Context: an optimization exercise on an open-source flow, tuned for small area. The choices shown serve that exercise and are no tape-out recipe. In this exercise RTL edits were held to simulation tests only and were not proved equivalent to the original. Power and IR drop assume default switching activity.

// axi_adxl345
module axi_adxl345 (
    input  logic       S_AXI_LITE_ACLK,
    input  logic       S_AXI_LITE_ARESETN,
    input  adxl_pkg::axi_addr_t  S_AXI_LITE_AWADDR,
    input  logic       S_AXI_LITE_AWVALID,
    output logic       S_AXI_LITE_AWREADY,
    input  adxl_pkg::axi_data_t  S_AXI_LITE_WDATA,
    input  adxl_pkg::axi_strb_t  S_AXI_LITE_WSTRB,
    input  logic       S_AXI_LITE_WVALID,
    output logic       S_AXI_LITE_WREADY,
    output logic [1:0] S_AXI_LITE_BRESP,
    output logic       S_AXI_LITE_BVALID,
    input  logic       S_AXI_LITE_BREADY,
    input  adxl_pkg::axi_addr_t  S_AXI_LITE_ARADDR,
    input  logic       S_AXI_LITE_ARVALID,
    output logic       S_AXI_LITE_ARREADY,
    output adxl_pkg::axi_data_t  S_AXI_LITE_RDATA,
    output logic [1:0] S_AXI_LITE_RRESP,
    output logic       S_AXI_LITE_RVALID,
    input  logic       S_AXI_LITE_RREADY,
    output adxl_pkg::byte_t      M_AXIS_TDATA,
    output adxl_pkg::byte_t      M_AXIS_TUSER,
    output logic       M_AXIS_TVALID,
    output logic       M_AXIS_TLAST,
    input  logic       M_AXIS_TREADY,
    input  adxl_pkg::byte_t      S_AXIS_TDATA,
    input  adxl_pkg::byte_t      S_AXIS_TUSER,
    input  logic       S_AXIS_TVALID,
    input  logic       S_AXIS_TLAST,
    output logic       S_AXIS_TREADY
);
    logic        rst;
    logic        bus_wr_en;
    logic        bus_rd_en;
    logic [31:0] bus_rd_data;
    logic        cmd_push;
    logic        cmd_read;
    logic [1:0]  cmd_pos;
    logic        cmd_full;
    logic        pending_any;
    logic [5:0]  seq_addr;
    logic        seq_pending;
    logic [7:0]  seq_byte;
    logic        clear_pending;
    logic        rx_wr;
    assign rst              = !S_AXI_LITE_ARESETN;
    assign S_AXIS_TREADY    = 1'b1;
    assign S_AXI_LITE_WREADY = S_AXI_LITE_AWREADY;
    assign S_AXI_LITE_BRESP = 2'b00;
    assign S_AXI_LITE_RRESP = 2'b00;
    axil_slave u_axil_slave (
        .S_AXI_LITE_ACLK (S_AXI_LITE_ACLK),
        .rst             (rst),
        .awvalid         (S_AXI_LITE_AWVALID),
        .awready         (S_AXI_LITE_AWREADY),
        .wvalid          (S_AXI_LITE_WVALID),
  ...
Size: about 130 I/O pins, roughly 28000 um^2 of cells after synthesis.
Settings: LEC_CHECK=0, ABC_AREA=1, CAP_MARGIN=20, CORE_MARGIN=2, CORE_UTILIZATION=62, GPL_TIMING_DRIVEN=0, SLEW_MARGIN=20; clock period 10.0 ns.
standard.sh (not shown) runs the stock make flow with config.mk's settings and CLKGATE_MAP_FILE= SYNTH_SCRIPT=/design/flow/synth_recipe.tcl, a recipe that flattens the netlist after the stock synthesis.
==> flow/flow/run.sh <==
#!/bin/bash
# Standard synthesis, then ABC re-maps its combinational logic for area
# (registers untouched; several ABC scripts are tried and the smallest
# netlist is kept), then the standard layout with small port buffers and a
# clock tree without dummy loads. Each tool's output goes to its own log.
set -euo pipefail
W=$(pwd)
R=$W/orfs/results/$FLOW_PLATFORM/axi_adxl345/base
LIB=$FLOW_HOME/platforms/$FLOW_PLATFORM/lib/sky130_fd_sc_hd__tt_025C_1v80.lib
YOSYS=$(command -v yosys || echo "$FLOW_HOME/../tools/install/yosys/bin/yosys")

bash standard.sh synth > "$W/log_1_standard_synth.log" 2>&1
cp "$R/1_2_yosys.v" "$W/standard_netlist.v"

python3 "$W/flow/comb_lib.py" "$LIB" "$W/comb.lib" > "$W/log_2_comb_lib.log" 2>&1

# candidate ABC scripts: the plain one and deepsyn with a few seeds
cp "$W/flow/abc_base.script" "$W/abc_0.script"
for s in 1 2 3; do
    sed -e "s#@T@#100#" -e "s#@S@#$s#" "$W/flow/abc_deep.script" > "$W/abc_$s.script"
done
for k in 0 1 2 3; do
    sed -e "s#@LIB@#$LIB#g" -e "s#@COMB@#$W/comb.lib#g" -e "s#@IN@#$W/standard_netlist.v#g" \
        -e "s#@OUT@#$W/remap_$k.v#g" -e "s#@TOP@#$FLOW_TOP#g" -e "s#@ABC@#$W/abc_$k.script#g" \
        "$W/flow/remap.ys" > "$W/remap_$k.ys"
    ( timeout 900 "$YOSYS" -l "$W/log_3_remap_$k.log" -q "$W/remap_$k.ys" > /dev/null 2>&1 || true ) &
done
wait
best=$(python3 "$W/flow/pick.py" "$W" 0 1 2 3 2> "$W/log_3_remap_areas.log")
echo "picked remap_$best" > "$W/log_3_remap_pick.log"
rm -f "$W/comb.lib"
cp "$W/remap_$best.v" "$R/1_2_yosys.v"

bash standard.sh \
    BUFFER_PORTS_ARGS="-buffer_cell sky130_fd_sc_hd__buf_1" \
    CTS_ARGS="$(cat "$W/flow/cts_args")" \
    finish > "$W/log_4_standard_layout.log" 2>&1
==> flow/flow/abc_base.script <==
strash
&get -n
&fraig -x
&put
dc2
strash
&get -n
&dch -f
&nf -R 1000 -F 8 -C 32
&put
==> flow/flow/abc_deep.script <==
strash
&get -n
&fraig -x
&deepsyn -T @T@ -S @S@
&put
strash
&get -n
&dch -f
&nf -R 1000 -F 8 -C 32
&put
==> flow/flow/pick.py <==
# Prints the index of the re-mapped netlist with the smallest cell area
# among those whose Yosys run finished and passed its check.
import re
import sys

work = sys.argv[1]
best = None
for k in sys.argv[2:]:
    try:
        log = open(f"{work}/log_3_remap_{k}.log").read()
    except OSError:
        continue
    if "End of script" not in log or "Found and reported 0 problems" not in log:
        continue
    areas = re.findall(r"Chip area for module .*?: ([\d.]+)", log)
    if len(areas) < 2:
        continue
    area = float(areas[-1])
    print(f"remap_{k}: {area}", file=sys.stderr)
    if best is None or area < best[0]:
        best = (area, k)
if best is None:
    sys.exit("no re-mapped netlist")
print(best[1])
Other scripts of this flow, unchanged in this note and not shown: flow/flow/comb_lib.py, flow/flow/cts_args, flow/flow/remap.ys
The first run finished clean.
Rerun with:
==> flow/flow/run.sh (replaced) <==
#!/bin/bash
# Standard synthesis, then ABC re-maps its combinational logic for area
# (registers untouched), then the standard layout with small port buffers and
# a clock tree without dummy loads. Each tool's output goes to its own log.
set -euo pipefail
W=$(pwd)
R=$W/orfs/results/$FLOW_PLATFORM/axi_adxl345/base
LIB=$FLOW_HOME/platforms/$FLOW_PLATFORM/lib/sky130_fd_sc_hd__tt_025C_1v80.lib
YOSYS=$(command -v yosys || echo "$FLOW_HOME/../tools/install/yosys/bin/yosys")

bash standard.sh synth > "$W/log_1_standard_synth.log" 2>&1
cp "$R/1_2_yosys.v" "$W/standard_netlist.v"

python3 "$W/flow/comb_lib.py" "$LIB" "$W/comb.lib" > "$W/log_2_comb_lib.log" 2>&1
sed -e "s#@LIB@#$LIB#g" -e "s#@COMB@#$W/comb.lib#g" -e "s#@IN@#$W/standard_netlist.v#g" \
    -e "s#@OUT@#$W/remap.v#g" -e "s#@TOP@#$FLOW_TOP#g" -e "s#@ABC@#$W/flow/abc_area.script#g" "$W/flow/remap.ys" > "$W/remap_run.ys"
"$YOSYS" -l "$W/log_3_remap.log" -q "$W/remap_run.ys" > /dev/null 2>&1
rm -f "$W/comb.lib"
cp "$W/remap.v" "$R/1_2_yosys.v"

bash standard.sh \
    BUFFER_PORTS_ARGS="-buffer_cell sky130_fd_sc_hd__buf_1" \
    CTS_ARGS="$(cat "$W/flow/cts_args")" \
    finish > "$W/log_4_standard_layout.log" 2>&1
==> flow/flow/abc_area.script (new file) <==
strash
&get -n
&fraig -x
&put
dc2
strash
&get -n
&dch -f
&nf -R 1000 -F 8 -C 32
&put
Settings changed: CORE_UTILIZATION 62 to 50.
removed: flow/flow/abc_base.script
removed: flow/flow/abc_deep.script
removed: flow/flow/pick.py
- The new run completed without violations
- total power increases by 7.5%
- clock-buffer cell count is unchanged
- worst setup slack gains 0.30 ns
- cell area increases by 2.0%
- clock skew decreases by 0.0094 ns
- sequential power increases by about 5%
- die area increases by 25%
- clock power is about the same
- flip-flop and latch count does not change

==> separate check: timing with driven ports <==
The flow's constraints put no driver on any port. The routed layouts listed below were extracted and timed again, unchanged, in two steps.
Step 1 sets driving cells, clkbuf_16 on the clock port and buf_2 on the other inputs (assumed; they add their load-dependent delay and slew).
Step 2 times the ports against the registers' clock, not the clock port: input delays grow and output delays shrink by t, the midpoint of the rising clock arrivals with the driver on.
Three values: ideal, step 1, step 2; two values: the first two.
| run | shift t [ns] | slack for setup (ns) | worst hold slack (ns) | worst register clock-pin slew, ns |
|---|---|---|---|---|
| the first run | 0.649 | 4.440 / 4.381 / 4.301 | 0.458 / 0.458 / 0.458 | 0.09 / 0.09 |
| the second run | 0.649 | 4.738 / 4.777 / 4.128 | 0.443 / 0.443 / 0.443 | 0.10 / 0.10 |
After both steps every run listed still meets setup and hold. The setup slack of the second run, which loses most, moves by +0.039 ns with the drivers and by -0.610 ns with both steps.
